This is an optimization exercise on Yosys and OpenROAD, whose aim is small area, not a production implementation. Only simulation tests tie the RTL to the original design; equivalence was not proved. Power is estimated from default activity; no workload was simulated.

== old ==
==> flow/design.v <==
module perm_result_buf #(
  parameter int NWORDS = 25,
  parameter int NBYTES = 8*NWORDS
) (
  input  logic        clk,
  input  logic        rst,
  input  logic        pushout,
  input  logic        firstout,
  input  logic [63:0] dout,
  output logic        stopout,
  input  logic        rd_req,
  input  logic [7:0]  rd_addr,
  input  logic [7:0]  rd_len,
  input  logic        rd_stall,
  output logic        rd_valid,
  output logic [7:0]  rd_data,
  output logic        rd_last,
  output logic        buf_full,
  input  logic        buf_release,
  output logic        rd_err,
  output logic        frame_err,
  output logic        ovf_err
);
  localparam logic [1:0] EMPTY = 2'd0, FILL = 2'd1, FULL = 2'd2, READ = 2'd3;
  logic [1:0]  state;
  logic [4:0]  word_cnt;      
  logic [7:0]  ptr;           
  logic [7:0]  ptr_d;         
  logic [7:0]  rem;           
  logic [63:0] mem [NWORDS];
  logic [NWORDS-1:0] ph;      
  logic [4:0]  tgt;
  logic        act, wr_en, acc, consume;
  assign act    = state == EMPTY || state == FILL;
  assign wr_en  = pushout & ((state == EMPTY & firstout) | state == FILL);
  assign tgt    = (pushout & firstout) ? 5'd0 : word_cnt;
  assign acc    = rd_len != 8'd0 && ({1'b0, rd_addr} + {1'b0, rd_len} <= 9'(NBYTES));
  for (genvar i = 0; i < NWORDS; i++) begin : g_word
    logic w, k;
    assign w = wr_en & (tgt == 5'(i));
    assign k = ~(act & (tgt == 5'(i)));
    always_ff @(posedge clk) begin
      mem[i] <= ~((mem[i] | {64{w}}) & (dout | {64{k}}));
      ph[i]  <= ~((ph[i] | w) & k);
    end
  end
  logic [NWORDS-1:0] wsel_n;
  logic [7:0]        bsel;
  logic [63:0]       col_n;
  logic              ph_n;
  logic [7:0]        byt_n;
  always_comb begin
    for (int i = 0; i < NWORDS; i++) wsel_n[i] = ptr_d[7:3] != 5'(i);
    for (int k = 0; k < 8; k++) bsel[k] = ptr_d[2:0] == 3'(k);
  end
  for (genvar j = 0; j < 64; j++) begin : g_col
    logic [NWORDS-1:0] d;
    for (genvar i = 0; i < NWORDS; i++) begin : g_d
      assign d[i] = mem[i][j];
    end
    prb_col u_col (.d(d), .sel_n(wsel_n), .y_n(col_n[j]));
  end
  prb_col u_ph (.d(ph), .sel_n(wsel_n), .y_n(ph_n));
  for (genvar b = 0; b < 8; b++) begin : g_byte
    logic [3:0] u;
    for (genvar q = 0; q < 4; q++) begin : g_sel
      prb_a22oi u_sel (.a1(col_n[16*q+b]), .a2(bsel[2*q]), .b1(col_n[16*q+8+b]), .b2(bsel[2*q+1]), .y(u[q]));
    end
    prb_nand4 u_byte (.a(u[0]), .b(u[1]), .c(u[2]), .d(u[3]), .y(byt_n[b]));
  end
  assign rd_last  = rd_valid & (rem == 8'd1);
  assign buf_full = state[1];
  assign consume = state == READ && !buf_release && rd_valid && !rd_stall;
  assign ptr_d = ptr + 8'(consume);
  always_ff @(posedge clk) begin
    ptr     <= state == FULL ? rd_addr : ptr_d;
    rd_data <= byt_n ^ {8{ph_n}};
    rem      <= state == FULL ? rd_len : rem - 8'(consume);
    word_cnt <= (state == EMPTY || (pushout && firstout)) ? 5'd1 : word_cnt + 5'(pushout);
  end
  always_ff @(posedge clk or negedge rst) begin
    if (!rst) begin
      state     <= EMPTY;
      stopout   <= 1'b1;
      rd_valid  <= 1'b0;
      rd_err    <= 1'b0;
      frame_err <= 1'b0;
      ovf_err   <= 1'b0;
    end else begin
      rd_err    <= 1'b0;
      frame_err <= 1'b0;
      ovf_err   <= 1'b0;
      case (state)
        EMPTY: begin
          rd_err  <= rd_req;
          stopout <= 1'b0;
          if (pushout && firstout) state <= FILL;
          else frame_err <= pushout;
        end
        FILL: begin
          rd_err <= rd_req;
          if (pushout && firstout) frame_err <= 1'b1;
          else if (pushout && word_cnt == 5'(NWORDS-1)) begin
            state   <= FULL;
            stopout <= 1'b1;
          end
        end
        FULL: begin
          ovf_err <= pushout;
          if (buf_release) begin
            state   <= EMPTY;
            stopout <= 1'b0;
          end else if (rd_req && acc) state <= READ;
          else rd_err <= rd_req;
        end
        default: begin
          ovf_err <= pushout;
          rd_err  <= rd_req;
          if (buf_release) begin
            state    <= EMPTY;
            stopout  <= 1'b0;
            rd_valid <= 1'b0;
          end else if (!rd_valid) rd_valid <= 1'b1;
          else if (!rd_stall && rem == 8'd1) begin
            rd_valid <= 1'b0;
            state    <= FULL;
          end
        end
      endcase
    end
  end
endmodule
module prb_o22ai (input logic a1, a2, b1, b2, output logic y);
  assign y = ~((a1 | a2) & (b1 | b2));
endmodule
module prb_nor4 (input logic a, b, c, d, output logic y);
  assign y = ~(a | b | c | d);
endmodule
module prb_o2111ai (input logic a1, a2, b1, c1, d1, output logic y);
  assign y = ~((a1 | a2) & b1 & c1 & d1);
endmodule
module prb_a22oi (input logic a1, a2, b1, b2, output logic y);
  assign y = ~((a1 & a2) | (b1 & b2));
endmodule
module prb_nand4 (input logic a, b, c, d, output logic y);
  assign y = ~(a & b & c & d);
endmodule
module prb_col (input logic [24:0] d, sel_n, output logic y_n);
  logic [11:0] y;
  logic [2:0]  z;
  for (genvar p = 0; p < 12; p++) begin : g_pair
    prb_o22ai u_pair (.a1(d[2*p]), .a2(sel_n[2*p]), .b1(d[2*p+1]), .b2(sel_n[2*p+1]), .y(y[p]));
  end
  for (genvar q = 0; q < 3; q++) begin : g_oct
    prb_nor4 u_oct (.a(y[4*q]), .b(y[4*q+1]), .c(y[4*q+2]), .d(y[4*q+3]), .y(z[q]));
  end
  prb_o2111ai u_col (.a1(d[24]), .a2(sel_n[24]), .b1(z[0]), .c1(z[1]), .d1(z[2]), .y(y_n));
endmodule
==> flow/config.mk <==
export PLATFORM = sky130hd
export DESIGN_NAME = perm_result_buf
export DESIGN_NICKNAME = perm_result_buf
export VERILOG_FILES = /design/flow/design.v
export SDC_FILE = /design/flow/constraint.sdc
export NUM_CORES = 4
export LEC_CHECK = 0
export CAP_MARGIN = 15
export CORE_MARGIN = 2
export CORE_UTILIZATION = 70
export SLEW_MARGIN = 15
export SYNTH_HIERARCHICAL = 1
==> flow/constraint.sdc <==
create_clock -name core_clock -period 6.0 [get_ports {clk}]
set_input_delay 1.2000 -clock core_clock [delete_from_list [all_inputs] [get_ports {clk}]]
set_output_delay 1.2000 -clock core_clock [all_outputs]
set_load 0.01 [all_outputs]
standard.sh (not shown) runs the stock make flow with config.mk's settings and CLKGATE_MAP_FILE= SYNTH_SCRIPT=/design/flow/synth_recipe.tcl, a recipe that flattens the netlist after the stock synthesis.
==> flow/flow/run.sh <==
#!/bin/bash
# The standard layout (standard.sh, the ORFS flow, standard synthesis unchanged) with three
# changes: after floorplan every combinational cell is swapped for the smallest of its family
# (flow/downsize.tcl; the later repair steps size up what needs it); port buffers are buf_1
# instead of the default delay cell; and the clock tree is built from clkbuf_8 with 16-sink
# clusters and no dummy loads. Each ORFS step logs to orfs/logs/; make's output goes to
# standard.log, the downsizing step's to downsize.log.
set -uo pipefail
KNOBS=("BUFFER_PORTS_ARGS=-buffer_cell sky130_fd_sc_hd__buf_1"
  "CTS_ARGS=-sink_clustering_enable -repair_clock_nets -dont_use_dummy_load -sink_clustering_size 16 -sink_clustering_max_diameter 100 -buf_list sky130_fd_sc_hd__clkbuf_8")
bash standard.sh "${KNOBS[@]}" floorplan > standard.log 2>&1 || exit 1
RES=orfs/results/${FLOW_PLATFORM:-sky130hd}/perm_result_buf/base
DOWNSIZE_ODB=$RES/2_floorplan.odb \
  openroad -no_init -exit flow/downsize.tcl > downsize.log 2>&1 || exit 1
bash standard.sh "${KNOBS[@]}" finish >> standard.log 2>&1
Other scripts of this flow, unchanged in this note and not shown: flow/flow/downsize.tcl
The following lists how new was set up differently from old:
--- a/flow/design.v
+++ b/flow/design.v
@@ -25,7 +25,6 @@
   logic [1:0]  state;
   logic [4:0]  word_cnt;      
   logic [7:0]  ptr;           
-  logic [7:0]  ptr_d;         
   logic [7:0]  rem;           
   logic [63:0] mem [NWORDS];
   logic [NWORDS-1:0] ph;      
@@ -50,8 +49,8 @@
   logic              ph_n;
   logic [7:0]        byt_n;
   always_comb begin
-    for (int i = 0; i < NWORDS; i++) wsel_n[i] = ptr_d[7:3] != 5'(i);
-    for (int k = 0; k < 8; k++) bsel[k] = ptr_d[2:0] == 3'(k);
+    for (int i = 0; i < NWORDS; i++) wsel_n[i] = ptr[7:3] != 5'(i);
+    for (int k = 0; k < 8; k++) bsel[k] = ptr[2:0] == 3'(k);
   end
   for (genvar j = 0; j < 64; j++) begin : g_col
     logic [NWORDS-1:0] d;
@@ -70,13 +69,15 @@
   end
   assign rd_last  = rd_valid & (rem == 8'd1);
   assign buf_full = state[1];
+  assign rd_data = byt_n ^ {8{ph_n}};
   assign consume = state == READ && !buf_release && rd_valid && !rd_stall;
-  assign ptr_d = ptr + 8'(consume);
   always_ff @(posedge clk) begin
-    ptr     <= state == FULL ? rd_addr : ptr_d;
-    rd_data <= byt_n ^ {8{ph_n}};
-    rem      <= state == FULL ? rd_len : rem - 8'(consume);
-    word_cnt <= (state == EMPTY || (pushout && firstout)) ? 5'd1 : word_cnt + 5'(pushout);
+    if (state == FULL) ptr <= rd_addr;
+    else if (consume) ptr <= ptr + 8'd1;
+    if (state == FULL) rem <= rd_len;
+    else if (consume) rem <= rem - 8'd1;
+    if (state == EMPTY || (pushout && firstout)) word_cnt <= 5'd1;
+    else if (pushout) word_cnt <= word_cnt + 5'd1;
   end
   always_ff @(posedge clk or negedge rst) begin
     if (!rst) begin
Results
[new] flow finished | final checks: failed | reasons: negative setup slack
new ends up with a sequential share of layout area that is 0.26 points higher than in old.
Going from old to new, final number of setup-violating endpoints grows by 5.
Detailed-route vias per instance on new is up relative to old.
In new, the maximum ir drop on the vdd rail came out 0.20 mV above the value in old.
new vs. old: worst hold slack after final layout went down by 40 ps.

static timing again, ports no longer ideal:
How much do the figures lean on ideal ports? The routed layouts below were timed once more, with nothing changed but the port constraints.
Step 1 assumes that a clkbuf_16 drives the clock port and a buf_2 every other input.
Step 2, shift: input delay + t, output delay - t, t = (earliest + latest rising clock arrival at the registers) / 2. This alone moves slack from input paths to output paths.
a / b / c = ideal ports / drivers / drivers and shift; a / b = the first two.
run | shift t [ns] | setup WS [ns] | slew at the worst register clock pin (ns) | cell pins on the clock port's net
old | 0.853 | 0.412 / 0.412 / -0.306 | 0.11 / 0.11 | 1
new | 0.858 | -0.109 / -0.179 / 0.679 | 0.11 / 0.11 | 1
With both steps, setup timing fails in old, where it was met with ideal ports. For old, which loses most, drivers alone change the setup slack by 0.000 ns; drivers and shift together by -0.718 ns.
